This is an optimization exercise on Yosys and OpenROAD, whose aim is small area, not a production implementation.
Only simulation tests tie the RTL to the original design; equivalence was not proved.
Power is estimated from default activity; no workload was simulated.

--- flow/constraint.sdc ---
create_clock -name core_clock -period 15.0 [get_ports {clk_i}]
set_input_delay 3.0000 -clock core_clock [delete_from_list [all_inputs] [get_ports {clk_i}]]
set_output_delay 3.0000 -clock core_clock [all_outputs]
set_load 0.01 [all_outputs]
--- flow/config.mk ---
export PLATFORM = sky130hd
export DESIGN_NAME = load_current_regulator
export DESIGN_NICKNAME = load_current_regulator
export VERILOG_FILES = /design/flow/design.v
export SDC_FILE = /design/flow/constraint.sdc
export NUM_CORES = 4
export LEC_CHECK = 0
export ABC_AREA = 1
export CAP_MARGIN = 20
export CORE_MARGIN = 2
export CORE_UTILIZATION = 40
export SLEW_MARGIN = 20
--- flow/standard.sh ---
#!/bin/bash
# synth_recipe.tcl (not shown) runs the flow's synth.tcl, then flattens the netlist and writes it again
# the make line also repeats each setting of config.mk as NAME=value (left out here)
make -C /OpenROAD-flow-scripts/flow DESIGN_CONFIG=/design/flow/config.mk WORK_HOME=/design/flow/orfs CLKGATE_MAP_FILE= SYNTH_SCRIPT=/design/flow/synth_recipe.tcl "${@:-finish}"
--- flow/flow/run.sh ---
#!/bin/bash
# Standard ORFS layout (the standard.sh, standard synthesis unchanged) with
# smaller port buffers and a clock tree without dummy balancing loads.
set -euo pipefail
cp standard.sh standard_copy.sh
bash standard.sh \
  BUFFER_PORTS_ARGS="-buffer_cell sky130_fd_sc_hd__buf_1" \
  CTS_ARGS="-sink_clustering_enable -repair_clock_nets -dont_use_dummy_load -buf_list sky130_fd_sc_hd__clkbuf_4 sky130_fd_sc_hd__clkbuf_8" \
  finish > flow_make.log 2>&1
--- flow/design.v ---
package lcr_pkg;
  localparam int unsigned CFG_IDX_W = 3;
  localparam int unsigned CFG_DAT_W = 14;
endpackage
module load_current_regulator
#(
  parameter int unsigned PWM_LIMIT = 4000
) (
  input  logic        clk_i,
  input  logic        rst_ni,
  input  logic        cfg_we_i,
  input  logic [2:0]  cfg_index_i,
  input  logic [13:0] cfg_data_i,
  input  logic        s_axis_tvalid_i,
  output logic        s_axis_tready_o,
  input  logic [39:0] s_axis_tdata_i,
  output logic        m_axis_tvalid_o,
  input  logic        m_axis_tready_i,
  output logic [47:0] m_axis_tdata_o
);
  localparam logic [19:0] LIMIT = 20'(PWM_LIMIT * 256);
  logic [11:0] setpoint_q, offset_q;
  logic [9:0]  gain_q, vcomp_q;
  logic [13:0] cutoff_q;
  logic [7:0]  trip_q, release_q;
  logic [1:0]  feat_q;
  logic [20:0] cf_q;
  logic [22:0] vf_q;
  logic [19:0] acc_q;
  logic [11:0] base_q;
  logic        stop_q, trip_q_f, bvalid_q;
  logic        busy_q, ovalid_q;
  logic [2:0]  pass_q;
  logic [5:0]  c_q;
  logic        bd_q, be_q, ct_q, bu_q, zd1_q, zd2_q, bz_q, ca_q;
  logic [2:0]  m5_q;
  logic [1:0]  m3_q;
  logic        cg_q, bdv_q, dvd_q, c3_q, bu3_q, bq_q, qd_q, cv_q, le_q;
  logic        bsp_q, p31_q, ca2_q, gt_q, nega_q;
  logic        bt_q, b1_q, b2_q, tt_q;
  logic [10:0] s_q;
  logic p0, p1, p2, p3, p4, p5, p6;
  assign p0 = busy_q & (pass_q == 3'd0);
  assign p1 = busy_q & (pass_q == 3'd1);
  assign p2 = busy_q & (pass_q == 3'd2);
  assign p3 = busy_q & (pass_q == 3'd3);
  assign p4 = busy_q & (pass_q == 3'd4);
  assign p5 = busy_q & (pass_q == 3'd5);
  assign p6 = busy_q & (pass_q == 3'd6);
  assign s_axis_tready_o = p6;
  assign m_axis_tvalid_o = ovalid_q;
  logic commit;
  assign commit = p5 & (c_q == 6'd63);
  always_ff @(posedge clk_i or negedge rst_ni) begin
    if (!rst_ni) begin
      busy_q   <= 1'b0;
      ovalid_q <= 1'b0;
      pass_q   <= 3'd0;
      c_q      <= 6'd0;
    end else begin
      if (!busy_q) begin
        c_q <= 6'd0;
        if (s_axis_tvalid_i && !ovalid_q) begin
          busy_q <= 1'b1;
          pass_q <= stop_q ? 3'd6 : 3'd0;
        end
      end else begin
        c_q <= c_q + 6'd1;
        if (c_q == 6'd63) pass_q <= pass_q + 3'd1;
        if (p6 && s_axis_tvalid_i) begin
          busy_q   <= 1'b0;
          ovalid_q <= 1'b1;
        end
      end
      if (ovalid_q && m_axis_tready_i) ovalid_q <= 1'b0;
    end
  end
  always_ff @(posedge clk_i or negedge rst_ni) begin
    if (!rst_ni) begin
      setpoint_q <= 12'd0;
      offset_q   <= 12'd0;
      gain_q     <= 10'd63;
      vcomp_q    <= 10'd0;
      cutoff_q   <= 14'd3008;
      trip_q     <= 8'd16;
      release_q  <= 8'd8;
      feat_q     <= 2'd0;
    end else if (cfg_we_i) begin
      case (cfg_index_i)
        3'd0: setpoint_q <= cfg_data_i[11:0];
        3'd1: offset_q   <= cfg_data_i[11:0];
        3'd2: gain_q     <= cfg_data_i[9:0];
        3'd3: vcomp_q    <= cfg_data_i[9:0];
        3'd4: cutoff_q   <= cfg_data_i[13:0];
        3'd5: trip_q     <= cfg_data_i[7:0];
        3'd6: release_q  <= cfg_data_i[7:0];
        default: feat_q  <= cfg_data_i[1:0];
      endcase
    end
  end
  logic [5:0] c;
  logic [5:0] tau;       
  assign c   = c_q;
  assign tau = c_q - 6'd8;
  function automatic logic bit12(input logic [11:0] v, input logic [5:0] i);
    bit12 = (i < 6'd12) ? v[i[3:0]] : 1'b0;
  endfunction
  function automatic logic bit14(input logic [13:0] v, input logic [5:0] i);
    bit14 = (i < 6'd14) ? v[i[3:0]] : 1'b0;
  endfunction
  function automatic logic bor(input logic a, input logic b, input logic bin);
    bor = (~a & (b | bin)) | (b & bin);
  endfunction
  function automatic logic cry(input logic a, input logic b, input logic cin);
    cry = (a & (b | cin)) | (b & cin);
  endfunction
  logic [11:0] si, sv, st;
  assign si = s_axis_tdata_i[11:0];
  assign sv = s_axis_tdata_i[23:12];
  assign st = s_axis_tdata_i[35:24];
  logic v;    
  assign v = bvalid_q;
  logic spnz;
  assign spnz = |setpoint_q;
  logic cf_sh, cf_in, cf0, cf1, cfv0, cfv1;
  assign cf_sh = (p0 | p1 | p2 | p3 | p4) & ((c <= 6'd19) | (c == 6'd39));
  assign cf0   = cf_q[0];
  assign cf1   = (c <= 6'd19) ? cf_q[1] : cf_q[0];
  assign cfv0  = cf0 & v;
  assign cfv1  = cf1 & v;
  logic si_b, of_b, d_b, dsh;
  assign si_b = bit12(si, c - 6'd7);
  assign of_b = bit12(offset_q, c - 6'd7);
  assign d_b  = si_b ^ of_b ^ bd_q;
  assign dsh  = (c >= 6'd7) & d_b;
  logic be_in, y_b;
  assign be_in = (c == 6'd0) ? cfv0 : be_q;
  assign y_b   = dsh ^ cfv1 ^ be_in;
  logic [2:0] w5, m5_in, m5_n;
  always_comb begin
    case (c[1:0])
      2'd0: w5 = 3'd1;
      2'd1: w5 = 3'd2;
      2'd2: w5 = 3'd4;
      default: w5 = (c == 6'd31) ? 3'd2 : 3'd3;
    endcase
    m5_in = (c == 6'd0) ? 3'd0 : m5_q;
    m5_n  = m5_in;
    if (y_b) begin
      m5_n = ({1'b0, m5_in} + {1'b0, w5} >= 4'd5) ? 3'({1'b0, m5_in} + {1'b0, w5} - 4'd5) : (m5_in + w5);
    end
  end
  logic m5b, bu_in, u_b, zd2_in, zd1_in, bz_in, z_b, ca_in, scf_b;
  assign m5b    = (c < 6'd3) ? m5_q[c[1:0]] : 1'b0;
  assign bu_in  = (c == 6'd0) ? 1'b0 : bu_q;
  assign u_b    = y_b ^ m5b ^ bu_in;
  assign zd2_in = (c <= 6'd1) ? 1'b0 : zd2_q;
  assign zd1_in = (c == 6'd0) ? 1'b0 : zd1_q;
  assign bz_in  = (c == 6'd0) ? 1'b0 : bz_q;
  assign z_b    = u_b ^ zd2_in ^ bz_in;
  assign ca_in  = (c == 6'd0) ? ct_q : ca_q;
  assign scf_b  = cfv0 ^ z_b ^ ca_in;
  assign cf_in = p1 ? scf_b : cf0;
  always_ff @(posedge clk_i) begin
    if (cf_sh) cf_q <= {cf_in, cf_q[20:1]};
    bd_q <= (c >= 6'd7) ? bor(si_b, of_b, bd_q) : 1'b0;
    be_q <= bor(dsh, cfv1, be_in);
    if (p0) begin
      if (c <= 6'd31) m5_q <= m5_n;
      if (c == 6'd0)  ct_q <= cfv0;                          
      if (c == 6'd31) ct_q <= y_b & (ct_q | (m5_n != 3'd0));  
    end
    bu_q  <= bor(y_b, m5b, bu_in);
    zd2_q <= zd1_in;
    zd1_q <= z_b;
    bz_q  <= bor(u_b, zd2_in, bz_in);
    ca_q  <= cry(cfv0, z_b, ca_in);
  end
  logic        mb;
  logic [10:0] ma;
  logic [11:0] mt;
  logic        p_b;
  logic        spb, eacc_b, bsp_in;
  assign bsp_in = (c == 6'd0) ? 1'b0 : bsp_q;
  assign spb    = bit12(setpoint_q, c - 6'd8);
  assign eacc_b = spb ^ cf0 ^ bsp_in;
  assign ma = p4 ? {1'b0, gain_q} : {vcomp_q[9], vcomp_q};
  assign mb = p4 ? eacc_b : cf0;
  assign mt = {s_q[10], s_q} + (mb ? {ma[10], ma} : 12'd0);
  assign p_b = mt[0];
  always_ff @(posedge clk_i) begin
    s_q   <= (c >= 6'd40) ? 11'd0 : mt[11:1];
    bsp_q <= bor(spb, cf0, bsp_in);
    if (c == 6'd31) p31_q <= p_b;
  end
  logic vf_sh, vfv, t0;
  assign vf_sh = (p2 | p3) & (((c >= 6'd8) & (c <= 6'd29)) | (c == 6'd39));
  assign vfv   = vf_q[0] & v;
  assign t0    = (c == 6'd8);
  logic svb, cg_in, tg_b, bdv_in, dv_b, x_b;
  assign svb    = bit12(sv, c - 6'd17);
  assign cg_in  = t0 ? 1'b0 : cg_q;
  assign tg_b   = svb ^ p_b ^ cg_in;
  assign bdv_in = t0 ? 1'b0 : bdv_q;
  assign dv_b   = tg_b ^ vfv ^ bdv_in;
  assign x_b    = t0 ? 1'b0 : dvd_q;
  logic [1:0] w3, m3_n;
  always_comb begin
    w3 = (tau[0] && tau != 6'd31) ? 2'd2 : 2'd1;
    m3_n = t0 ? 2'd0 : m3_q;
    if (x_b) begin
      m3_n = ({1'b0, m3_n} + {1'b0, w3} >= 3'd3) ? 2'({1'b0, m3_n} + {1'b0, w3} - 3'd3) : (m3_n + w3);
    end
  end
  logic m3b, bu3_in, u3_b, qd_in, bq_in, q_b, cv_in, vfn_b;
  assign m3b    = (tau < 6'd2) ? m3_q[tau[0]] : 1'b0;
  assign bu3_in = t0 ? 1'b0 : bu3_q;
  assign u3_b   = x_b ^ m3b ^ bu3_in;
  assign qd_in  = t0 ? 1'b0 : qd_q;
  assign bq_in  = t0 ? 1'b0 : bq_q;
  assign q_b    = u3_b ^ qd_in ^ bq_in;
  assign cv_in  = t0 ? c3_q : cv_q;
  assign vfn_b  = vfv ^ q_b ^ cv_in;
  logic cb, le_in;
  assign cb    = bit14(cutoff_q, c - 6'd16);
  assign le_in = t0 ? 1'b1 : le_q;
  always_ff @(posedge clk_i) begin
    if (vf_sh) vf_q <= {(p3 ? vfn_b : vf_q[0]), vf_q[22:1]};
    cg_q  <= cry(svb, p_b, cg_in);
    bdv_q <= bor(tg_b, vfv, bdv_in);
    dvd_q <= dv_b;
    if (p2 && c >= 6'd8 && c <= 6'd39) m3_q <= m3_n;
    if (p2 && c == 6'd39) c3_q <= x_b & (m3_n != 2'd0);
    bu3_q <= bor(x_b, m3b, bu3_in);
    qd_q <= q_b;
    bq_q <= bor(u3_b, qd_in, bq_in);
    cv_q <= cry(vfv, q_b, cv_in);
    if (p3 && c >= 6'd8 && c <= 6'd39) begin
      le_q <= (vfn_b != cb) ? ((c == 6'd39) ? vfn_b : cb) : le_in;
    end
  end
  logic acc_sh, accv, s_b, ca2_in, as_b, lb, gt_in, zero, acc_in;
  assign acc_sh = (p4 | p5) & (c >= 6'd8) & (c <= 6'd27);
  assign accv   = acc_q[0] & v & (c <= 6'd27);
  assign s_b    = (c <= 6'd31) ? p_b : p31_q;
  assign ca2_in = t0 ? 1'b0 : ca2_q;
  assign as_b   = accv ^ s_b ^ ca2_in;
  assign lb     = (tau < 6'd20) ? LIMIT[tau[4:0]] : 1'b0;
  assign gt_in  = t0 ? 1'b0 : gt_q;
  logic cut, ttrip;
  assign cut   = feat_q[0] & spnz & le_q;
  assign ttrip = v & feat_q[1] & tt_q;
  assign zero  = nega_q | cf_q[20] | ~spnz | cut | ttrip;
  always_comb begin
    if (p4)        acc_in = as_b;
    else if (zero) acc_in = 1'b0;
    else if (gt_q) acc_in = lb;
    else           acc_in = acc_q[0];
  end
  always_ff @(posedge clk_i) begin
    if (acc_sh) acc_q <= {acc_in, acc_q[19:1]};
    ca2_q <= cry(accv, s_b, ca2_in);
    if (p4 && c >= 6'd8 && c <= 6'd39) gt_q <= (as_b != lb) ? as_b : gt_in;
    if (p4 && c == 6'd39) nega_q <= as_b;
  end
  logic base_sh, tb_b, bt_in, td_b, thb, b1_in, b2_in, u1_b, u2_b;
  logic [7:0] thr;
  assign base_sh = p0 & ((c <= 6'd10) | (c == 6'd39));
  assign tb_b    = (c < 6'd12) ? st[c[3:0]] : st[11];
  assign thr     = trip_q_f ? release_q : trip_q;
  assign thb     = (c < 6'd8) ? thr[c[2:0]] : 1'b0;
  assign bt_in   = (c == 6'd0) ? 1'b0 : bt_q;
  assign td_b    = base_q[0] ^ tb_b ^ bt_in;
  assign b1_in   = (c == 6'd0) ? 1'b1 : b1_q;
  assign b2_in   = (c == 6'd0) ? 1'b0 : b2_q;
  assign u1_b    = td_b ^ thb ^ b1_in;
  assign u2_b    = ~td_b ^ thb ^ b2_in;
  always_ff @(posedge clk_i) begin
    if (base_sh) base_q <= {(v ? base_q[0] : tb_b), base_q[11:1]};
    bt_q <= bor(base_q[0], tb_b, bt_in);
    b1_q <= bor(td_b, thb, b1_in);
    b2_q <= bor(~td_b, thb, b2_in);
    if (p0 && c == 6'd31) tt_q <= ~(u1_b & u2_b);
  end
  always_ff @(posedge clk_i or negedge rst_ni) begin
    if (!rst_ni) begin
      stop_q   <= 1'b0;
      trip_q_f <= 1'b0;
      bvalid_q <= 1'b0;
    end else if (commit) begin
      stop_q   <= stop_q | cut;
      trip_q_f <= ttrip;
      bvalid_q <= 1'b1;
    end
  end
  logic [13:0] fv;
  assign fv = vf_q[22] ? 14'd0 : vf_q[21:8];
  assign m_axis_tdata_o = {7'b0, fv, cf_q[20:8], trip_q_f, stop_q, acc_q[19:8]};
endmodule
==> results.txt, run 1 <==
- For this design the top-level I/O count stands at 112.
- After technology mapping, the gate count stands at 1170.
- The effective utilization at floorplan is 40.8%.
- The total instance count after detailed placement is 1544.
- Detailed placement finished with a half-perimeter wire length of 16200 µm.
- Summing all placed instances gives a cell area of 11000 µm².
- The first error in the log reads "[ERROR STA-0564] clock_tree_synthesis positional arguments not supported".
- The most used flip-flop cell after synthesis is sky130_fd_sc_hd__edfxtp_1.
- The floorplan step set the die width to 167 µm.
- The initialized floorplan defines 59 standard-cell rows.
- The congestion estimate from routability-driven global placement came to 0.838.
- Counting flops with an async set or reset pin after synthesis yields a share of 43.3%.
- The netlist uses 59 different library cells.
- After synthesis, flip-flops and latches occupy 51.6% of the total area.
- The count of synthesis-stage warnings from yosys is 1.
- The flow did not finish.
- After synthesis, the mean cell area works out to 9.12 µm².
- The floorplan step set the die height to 167 µm.
- The flop and latch count out of synthesis is 208.
- The quantity of I/O buffers inserted on ports is 100.
- The flow halted during clock tree synthesis.
- The cell area that synthesis handed to floorplanning was 10700 µm².
- The number of synthesized flops with an enable pin is 88.
[power groups by stage]
stage                     clock [mW]  combinational [mW]  sequential [mW]
after global placement             0               0.109            0.673
after floorplan                    0              0.0823            0.668
after detailed placement           0               0.111            0.674
[cell usage after synthesis, drive strengths merged, types with 13 or more instances]
cell    number  share of area [%]
nand3       38                2.0
a21oi       43                2.1
nand2      286                 11
clkbuf      15               0.62
buf         55                4.0
fa          17                3.2
inv        153                5.5
dfxtp       30                5.6
edfxtp      88                 25
o21ai      130                6.2
nor2       109                4.4
ha          33                3.9
dfrtp       77                 18
dfstp       13                3.2
[logic make-up after synthesis]
group / synth area share, %
adder cells (fa/ha/maj): 7.06
XOR/XNOR: 1.06
AND/OR/NAND/NOR: 18.9
AO/OA/AOI/OAI: 11.0
flip-flops: 51.6
buffers and inverters: 10.1
multiplexers: 0.188
other: 0.0351
[worst max-delay path by stage]
| stage | cells past startpoint | endpoint | from |
|---|---|---|---|
| 2_1_floorplan | 19 | cf_q[20] | s_axis_tdata_i[7] |
| 3_3_place_gp | 20 | cf_q[20] | s_axis_tdata_i[6] |
| 3_5_place_dp | 20 | cf_q[20] | s_axis_tdata_i[6] |
[metrics by stage]
stage | power (mW) | setup WS (ns) | utilization [%] | hold slack [ns]
after floorplan | 0.750 | 8.50 | - | 0.390
after detailed placement | 0.785 | 8.04 | 42.2 | 0.405
after global placement | 0.783 | 8.05 | 42.2 | 0.405
==> run 2: changes to the inputs <==
--- a/flow/flow/run.sh
+++ b/flow/flow/run.sh
@@ -6,4 +6,4 @@
 bash standard.sh \
   BUFFER_PORTS_ARGS="-buffer_cell sky130_fd_sc_hd__buf_1" \
-  CTS_ARGS="-sink_clustering_enable -repair_clock_nets -dont_use_dummy_load -buf_list sky130_fd_sc_hd__clkbuf_4 sky130_fd_sc_hd__clkbuf_8" \
+  CTS_ARGS="-sink_clustering_enable -repair_clock_nets -dont_use_dummy_load -buf_list {sky130_fd_sc_hd__clkbuf_4 sky130_fd_sc_hd__clkbuf_8}" \
   finish > flow_make.log 2>&1
==> results.txt, run 2 <==
- The run finished with no timing, DRC or antenna violations.
- The number of synthesized flops with an enable pin is 88 (unchanged).
- On the worst path, the slowest cell contributes a delay of 0.63 ns.
- The detail route stage leaves a number of antenna-violating nets equal to 0.
- vf_q holds more flip-flops than any other register.
- The total overflow left after global routing is 0.
- The number of buffers inserted to repair setup after CTS is 0.
- Compared with the post-synthesis result, the final layout area differs by 8.48%.
- The met1 track demand over resource is 24.4%.
- The most common cell in the synthesized netlist is sky130_fd_sc_hd__nand2_1.
- The type of element launching the critical path is a primary input.
- The count of synthesis-stage warnings from yosys came to 1 (unchanged).
- For the pin with the worst max-slew slack, the measured transition is 1.10 ns.
- The effective utilization at floorplan was 40.8% (unchanged).
- The number of unique standard cell types used by synthesis is 59 (unchanged).
- The worst hold path begins at cf_q[4].
- Max-cap violations in this run came to 0.
- The cell count after synthesis is 1170 (unchanged).
- The worst setup path is captured at a flop.
- Post-CTS repair changed the size of 0 cells.
- Global routing used 2.93% of the available met3 tracks.
- The signal on the critical path passes through buf_1 > a21oi_1 > a22oi_1 > nand2_1 > nand3b_1 > nand3_1 > fa_1 > o21bai_1 > inv_1 > fa_1 > inv_1 > fa_1 > fa_1 > inv_1 > nor2_1 > inv_1 > nand2_1 > nand2_1 > nand2_1 > o22ai_1.
- The maximum fanout encountered on the critical timing path is 5.
- Power spread over the standard cell area amounts to 105 nW/µm².
- The routability-driven placement congestion ratio is 0.838 (unchanged).
- The utilization after layout is 44.3%.
- The worst endpoint required time is 15.24 ns.
- The met2 demand-to-capacity share in global routing is 26.4%.
- The half-perimeter wire length after detailed placement is 16200 µm (unchanged).
- The core region is 26100 µm².
- The number of buffers created by CTS is 39.
- In the layout the commonest cells are sky130_fd_sc_hd__nand2_1 (273), sky130_fd_sc_hd__inv_1 (142), sky130_fd_sc_hd__o21ai_0 (121).
- The worst register-to-register path begins at c_q[0].
- TritonCTS built the clock tree.
- The aggregate global-route resource usage is 17.0%.
- The flop and latch count out of synthesis came to 208 (unchanged).
- Counting instances in the post-synthesis netlist gives the leading cell types as sky130_fd_sc_hd__nand2_1 (273), sky130_fd_sc_hd__inv_1 (142), sky130_fd_sc_hd__o21ai_0 (121), sky130_fd_sc_hd__nor2_1 (103), sky130_fd_sc_hd__edfxtp_1 (88).
- The register with the most flip-flops in the layout has 23 of them.
- The worst slack after detailed placement is 8.04 ns (unchanged).
- The total power is 1.22 mW.
- The total instance count after detailed placement is 1544 (unchanged).
- For flop-to-flop paths, the worst setup slack is 8.98 ns.
- The worst-case IR drop observed on VDD is 63.8 µV.
- Counting the fill cells in the layout gives 2607.
- The setup slack after layout is 8.53 ns.
- The die covers 28000 µm².
- The number of DRC markers after the initial detailed-route iteration is 548.
- The largest registers in the layout are vf_q (23), cf_q (21), acc_q (20).
- The number of levels the H-tree was split into is 2.
- The cell with the largest stage delay on the worst path is sky130_fd_sc_hd__fa_1.
- In the final layout, flip-flops and latches occupy 5510 µm².
- The number of antenna diodes in the final layout is 0.
- The critical setup path kind is primary input to flop.
- The biggest area contributor in the post-synthesis netlist is sky130_fd_sc_hd__edfxtp_1.
- The timing-limited maximum frequency is 155 MHz.
- The via count of the first global-routing pass is 7441.
- The analysis attributes to cell leakage a power of 5.16 nW.
- The wire length of the first global-routing pass is 38300 µm.
- CTS saw 208 sinks.
- The most used flip-flop cell after synthesis is sky130_fd_sc_hd__edfxtp_1.
- The register area share after synthesis is 51.6% (unchanged).
- The largest net degree at the start of global routing is 57.
- The fraction of synthesized cell area taken by the top area cell type came to 24.8% (unchanged).
- The number of hold buffers added after CTS is 0.
- The async set-reset flop share out of synthesis is 43.3% (unchanged).
- The setup-violating endpoint count in the final report is 0.
- The quantity of I/O buffers inserted on ports is 100 (unchanged).
- The worst path arrival time is 6.71 ns.
- Dividing the detail-routed wire length by the instance count gives 14.8 µm.
- The relative max-transition margin is 26.6%.
- The final hold violation count was 0.
- The start point of the critical path is s_axis_tdata_i[6].
- In the routed layout, each cell is associated on average with a via count of 4.87.
- Summed over all failing endpoints, the final setup total negative slack is 0 ns.
- The vertical extent of the die was 167 µm (unchanged).
- In this run the most used layer during global routing was met2.
- Clock-pin slew was measured on the worst setup and hold paths at 0.05 ns.
- The worst hold slack across all endpoints is 0.416 ns.
- The chip width is 167 µm (unchanged).
- Setup repair after global routing left no endpoint under its margin.
- The synthesized area per cell is 9.12 µm² (unchanged).
- The clock reaches the later pin of the worst-skew pair after 0.53 ns.
- The initial antenna violation count is 0.
- In the final design database the tool counted 1362 nets.
- In the routed design, unresolved DRC markers number 0.
- The post-place instance area is 11000 µm² (unchanged).
- The class of the most critical hold timing path is flop to flop.
- The buffer depth of the longest clock path is 3.
- Summing all multi-input logic gate instances after layout gives 4120 µm².
- The total count of max-transition violations in the final report came to 0.
- The finished layout holds 1583 standard cells, fillers aside.
- The fraction of layout cells with a size suffix above 1 is 8.65%.
- Leaving out fill and tap cells, the most frequent cell in the layout is sky130_fd_sc_hd__nand2_1.
- After layout, the minimum clock period comes to 6.47 ns.
- The cell area after synthesis was 10700 µm² (unchanged).
- The number of standard-cell rows in the floorplan came to 59 (unchanged).
- The post-layout instance area is 11600 µm².
- The cell chosen for the clock root is sky130_fd_sc_hd__clkbuf_8.
- Ranked by total cell area, the synthesized netlist is headed by sky130_fd_sc_hd__edfxtp_1 (25%), sky130_fd_sc_hd__dfrtp_1 (18%), sky130_fd_sc_hd__nand2_1 (9.6%).
- The number of detailed-routing iterations run before antenna repair is 16.
- For the final database, setup skew stands at 0.0502 ns.
- For this block, the via count after detailed routing is 7715.
- The routed design has 23500 µm of wire.
- The period utilization is 43.1%.
- The number of placed I/O pins is 112 (unchanged).
==> run 2: cell counts after synthesis <==
No cell type changed its count.
==> run 2: worst paths after layout <==
check,to,cells past startpoint
setup / recovery,cf_q[20],20
hold / removal,cf_q[3],0
setup reg to reg,cf_q[20],23
hold reg to reg,cf_q[3],0
max in group asynchronous,vcomp_q[8],2
min in group asynchronous,offset_q[3],1
==> run 2: kinds of logic (layout without fill, tap and decap cells) <==
family                   after synthesis  count (layout)  synth area share (%)
other                                  1               7                0.0351
XOR/XNOR                              12              12                  1.06
AND/OR/NAND/NOR                      464             464                  18.9
adder cells (fa/ha/maj)               50              50                  7.06
multiplexers                           2               2                 0.188
AO/OA/AOI/OAI                        210             210                  11.0
buffers and inverters                223             295                  10.1
flip-flops                           208             208                  51.6
==> run 2: power breakdown <==
| group | leakage, nW | switching, mW | internal, mW |
|---|---|---|---|
| clock | 0.280 | 0.211 | 0.229 |
| combinational | 2.77 | 0.0673 | 0.0438 |
| sequential | 2.11 | 0.0232 | 0.641 |
==> run 2: final cells by class <==
cell class | count | area share (%)
flip-flops and latches | 208 | 47.6
multi-input cells | 745 | 35.6
inverters | 153 | 5.09
clock buffers | 39 | 4.64
well taps | 335 | 3.62
repair buffers | 103 | 3.47
==> run 2: critical path, delay by kind of cell <==
kind                       cells  cell delay [ns]
AOI/OAI and AO/OA              4             0.46
buffers and inverters          5             0.43
adders and majority gates      4             2.24
and+or+nand+nor                7             0.59
==> run 2: metal layers <==
metal | up-vias | wire length, µm
met5 | - | 0
met4 | 0 | 509
li1 | 3895 | -
met1 | 3584 | 11500
met3 | 40 | 1130
met2 | 196 | 10400
==> run 3: changes to the inputs <==
==> flow/run.sh (new file) <==
#!/bin/bash
# synth_recipe.tcl (not shown) runs the flow's synth.tcl, then flattens the netlist and writes it again
# the make line also repeats each setting of config.mk as NAME=value (left out here)
make -C /OpenROAD-flow-scripts/flow DESIGN_CONFIG=/design/flow/config.mk WORK_HOME=/design/flow/orfs CLKGATE_MAP_FILE= SYNTH_SCRIPT=/design/flow/synth_recipe.tcl finish
--- a/flow/config.mk
+++ b/flow/config.mk
@@ -6,5 +6,4 @@
 export NUM_CORES = 4
 export LEC_CHECK = 0
-export ABC_AREA = 1
 export CAP_MARGIN = 20
 export CORE_MARGIN = 2
removed: flow/flow/run.sh
removed: flow/standard.sh
==> results.txt, run 3 <==
- The run finished with no timing, DRC or antenna violations.
- The max-capacitance violation count is 0 (unchanged).
- The number of buffers created by CTS was 25 (-36%).
- The number of DRC markers after the initial detailed-route iteration was 428 (-22%).
- The setup slack of the worst register-to-register path is 9.21 ns (+0.23 ns).
- The count of synthesis-stage warnings from yosys was 1 (unchanged).
- The timing-limited maximum frequency came to 148 MHz (-4.4%).
- By count the netlist is led by sky130_fd_sc_hd__edfxtp_1 (88), sky130_fd_sc_hd__mux2_2 (81), sky130_fd_sc_hd__dfrtp_1 (77), sky130_fd_sc_hd__nand2_1 (41), sky130_fd_sc_hd__buf_4 (35).
- In this run the critical register-to-register path is launched from c_q[0].
- The number of synthesized flops with an enable pin is 88 (unchanged).
- The dominant cell type by count on the critical path is sky130_fd_sc_hd__fa_1.
- Leaving out fill and tap cells, the most frequent cell in the layout is sky130_fd_sc_hd__clkdlybuf4s50_1.
- The static leakage power is 4.79 nW (-7.1%).
- The worst slack after detailed placement is 7.67 ns (-0.377 ns).
- The worst setup path is of the primary input to flop kind.
- The chip width is 165 µm (-1.6%).
- The synthesized area per cell is 12.7 µm² (+39%).
- The clock tree from TritonCTS is yes.
- The routability-driven placement congestion ratio is 0.830 (-0.92%).
- The worst endpoint required time is 15.35 ns (+0.11 ns).
- The worst ir drop on vdd came to 84.7 µV (+33%).
- The floorplan die area is 27100 µm² (-3.2%).
- The adder and majority cell fraction of the synthesized area came to 7.40% (+0.34 points).
- The worst reg-to-reg path cell count is 14 (-39%).
- The fraction of layout cells with a size suffix above 1 is 19.8% (+11 points).
- The count of unresolved DRC violations after routing is 0 (unchanged).
- STA classifies the critical path endpoint as a flop.
- The core area came to 25300 µm² (-3.4%).
- In this run the worst setup path terminates at cf_q[20].
- The post-synthesis simple-gate area fraction was 10.8% (-8.2 points).
- The post-layout instance area came to 12300 µm² (+6.1%).
- The worst setup path is launched from a primary input.
- More flip-flops sit in one register than any other, and that register is vf_q.
- The relative max-transition margin came to 30.2% (+3.6 points).
- The endpoint identified for the worst register-to-register timing path is cf_q[20].
- The buffer depth of the longest clock path is 3 (unchanged).
- Walking the worst path, the cells encountered are clkdlybuf4s50_1 > mux4_2 > mux2i_1 > a211o_1 > fa_1 > a21oi_1 > fa_1 > inv_1 > fa_1 > fa_1 > xnor2_1 > mux2i_1.
- On the critical path, the stage with the largest delay is an instance of sky130_fd_sc_hd__fa_1.
- The total power came to 2.51 mW (+110%).
- The number of buffers inserted to repair setup after CTS is 0 (unchanged).
- The maximum fanout encountered on the critical timing path came to 6 (+1).
- The cell area after synthesis is 10300 µm² (-3.3%).
- The post-detailed-route wirelength per cell came to 17.9 µm (+21%).
- The cell count after synthesis came to 815 (-30%).
- The period utilization is 45.1% (+2.0 points).
- After synthesis, the cell types taking the most area are sky130_fd_sc_hd__edfxtp_1 (26%), sky130_fd_sc_hd__dfrtp_1 (19%), sky130_fd_sc_hd__mux2_2 (8.8%).
- The start point of the critical path is s_axis_tdata_i[6].
- The count of cells resized by post-cts repair is 0 (unchanged).
- The number of placed I/O pins is 112 (unchanged).
- The effective utilization at floorplan is 40.9% (about the same).
- The clock transition at the register clock pins on the worst setup and hold paths after CTS came to 0.06 ns (about the same).
- The setup-violating endpoint count in the final report is 0 (unchanged).
- The total overflow reported by the global router is 0 (unchanged).
- The post-place instance area is 11500 µm² (+3.8%).
- The number of hold buffers added after CTS is 0 (unchanged).
- The wire length reported by the detailed router was 22200 µm (-5.3%).
- The number of flip-flops in the largest register is 23 (unchanged).
- The antenna diode count is 0 (unchanged).
- The total instance count after detailed placement is 1194 (-23%).
- The number of nets in the final layout is 1003 (-26%).
- The half-perimeter wire length after detailed placement came to 15800 µm (-2.3%).
- The cell accounting for the most synthesized area is sky130_fd_sc_hd__edfxtp_1.
- The power density over the cells is 204 nW/µm² (+94%).
- The worst path arrival time came to 7.12 ns (+0.41 ns).
- The total negative setup slack came to 0 ns (unchanged).
- The largest net degree at the start of global routing is 66 (+16%).
- The most used flip-flop cell after synthesis is sky130_fd_sc_hd__edfxtp_1.
- The class of the most critical hold timing path is flop to flop.
- The stage delay of the slowest cell on the critical path is 0.56 ns (-0.07 ns).
- The number of unique standard cell types used by synthesis is 62 (+5.1%).
- The remaining antenna violation count after routing is 0 (unchanged).
- Setup repair after global routing left no endpoint under its margin.
- The mux share of post-synthesis cell area is 15.2% (+15 points).
- The cell chosen for the clock root is sky130_fd_sc_hd__clkbuf_16.
- The async set-reset flop share out of synthesis is 43.3% (unchanged).
- The setup slack after layout came to 8.23 ns (-0.300 ns).
- The share of the synthesized netlist area taken by xor and xnor gates is 1.53% (+0.47 points).
- The count of non-filler cells in the finished layout is 1239 (-22%).
- The area fraction in compound gates after synthesis is 6.45% (-4.5 points).
- The vias per cell came to 5.26 (+7.9%).
- The number of levels the H-tree was split into is 1 (-1).
- The number of standard-cell rows in the floorplan is 58 (-1.7%).
- The clock latency of the later-clocked register in the worst-skew pair is 0.51 ns (-0.02 ns).
- The final hold violation count was 0 (unchanged).
- The flop and latch count out of synthesis is 208 (unchanged).
- By instance count, the leading cell after synthesis is sky130_fd_sc_hd__edfxtp_1.
- The TritonCTS sink count is 208 (unchanged).
- The initial antenna violation count is 0 (unchanged).
- The wire length of the first global-routing pass came to 35300 µm (-7.7%).
- The total count of max-transition violations in the final report is 0 (unchanged).
- The final period demand of the worst path is 6.77 ns (+0.300 ns).
- The transition at the pin with the smallest max-transition slack is 1.05 ns (-0.0500 ns).
- The number of detailed-routing iterations run before antenna repair was 5 (-11).
- The via count of the first global-routing pass is 6407 (-14%).
- In the final layout, the registers with the most flip-flops are vf_q (23), cf_q (21), acc_q (20).
- The quantity of I/O buffers inserted on ports is 100 (unchanged).
- The vertical extent of the die came to 165 µm (-1.6%).
- By area, the combinational part of the netlist is dominated by multiplexers.
- The number of vias in the routed layout is 6518 (-16%).
- Compared with the post-synthesis result, the final layout area differs by 19.1%.
- The register area share after synthesis is 53.4% (+1.8 points).
- The library cells used most frequently in the layout, excluding fill and tap cells, are sky130_fd_sc_hd__clkdlybuf4s50_1 (99), sky130_fd_sc_hd__edfxtp_1 (88), sky130_fd_sc_hd__mux2_2 (81).
- The post-route clock skew is 0.0134 ns (-0.0368 ns).
- The fraction of synthesized cell area taken by the top area cell type is 25.6% (+0.85 points).
- The aggregate global-route resource usage is 16.7% (-0.28 points).
[run 3: cell count changes in the layout (fill, tap and decap cells not counted), sizes merged, moves of 17 or more]
| cell | before | now |
|---|---|---|
| a21oi | 43 | 21 |
| and2 | 1 | 19 |
| buf | 102 | 12 |
| clkdlybuf4s50 | 0 | 99 |
| inv | 153 | 34 |
| mux2 | 0 | 81 |
| mux2i | 2 | 23 |
| mux4 | 0 | 19 |
| nand2 | 286 | 41 |
| nand3 | 38 | 21 |
| nor2 | 109 | 33 |
| nor2b | 0 | 20 |
| o21ai | 130 | 27 |
[run 3: worst max-delay path, delay by kind of cell]
family                   cells  cell delay, ns
AO/OA/AOI/OAI                2            0.49
XOR/XNOR                     1            0.22
adder cells (fa/ha/maj)      4            1.96
multiplexers                 3            0.86
buffers and inverters        2            0.58
[run 3: metal layers]
layer / global-route usage [%] / wire length [µm]
met1: 24.2 / 10400
met2: 25.8 / 10100
met3: 2.61 / 1110
met4: 5.42 / 563
met5: 0 / 0
[run 3: cells by family after synthesis]
family | after synthesis
flops | 208
simple gates | 208
mux | 123
buf+inv | 104
compound gates | 102
fa+ha+maj | 51
xor+xnor | 18
other cells | 1
[run 3: worst min path at each step]
stage	start	to	slack (ns)	cells past startpoint
after global placement	acc_q[6]	acc_q[5]	0.40	0
after global routing	base_q[3]	base_q[2]	0.43	0
after floorplan	acc_q[1]	acc_q[0]	0.40	0
after CTS	acc_q[6]	acc_q[5]	0.41	0
final	acc_q[7]	acc_q[6]	0.42	0
after detailed placement	acc_q[7]	acc_q[6]	0.41	0
[run 3: cell type report]
cell class | count | area [µm²]
flip-flops and latches | 208 | 5510
multi-input cells | 509 | 4310
clock buffers | 40 | 783
fillers | 2272 | 13000
well taps | 330 | 413
inverters | 36 | 135
clock inverters | 5 | 53.8
repair buffers | 111 | 1080
[run 3: power by group]
group | switching, mW | leakage, nW | internal, mW
Sequential | 0.0883 | 2.14 | 0.798
Clock | 0.224 | 0.405 | 0.372
Combinational | 0.551 | 2.25 | 0.474
[run 3: metrics by stage]
stage               utilization, %  hold slack [ns]
finish                        48.7            0.416
global route                  48.7            0.427
CTS                           48.7            0.415
detailed placement            45.3            0.405
global placement              45.3            0.401
floorplan                        -            0.400

afterwards: timing with drivers on the ports:
The flow's constraints put no driver on any port. The routed layouts listed below were extracted and timed again, unchanged, in two steps. Step 1, drivers: a clkbuf_16 drives clk_i and a buf_2 each remaining input, both assumed. Step 2, shift: input delay + t, output delay - t, t = (earliest + latest rising clock arrival at the registers) / 2. This alone moves slack from input paths to output paths. Slacks: ideal ports / drivers / drivers and shift; pairs: ideal ports / drivers.
run | t (ns) | setup slack, ns | worst setup path at the end | slew at the worst register clock pin (ns) | worst slew at a driven data input, ns
run 2 | 0.545 | 8.529 / 8.546 / 8.001 | input to register | 0.06 / 0.06 | 0.03
run 3 | 0.548 | 8.229 / 8.248 / 7.700 | input to register | 0.06 / 0.06 | 0.05
After both steps setup and hold are still met in every run listed. For run 3, which loses most, drivers alone change the setup slack by +0.019 ns; drivers and shift together by -0.529 ns.
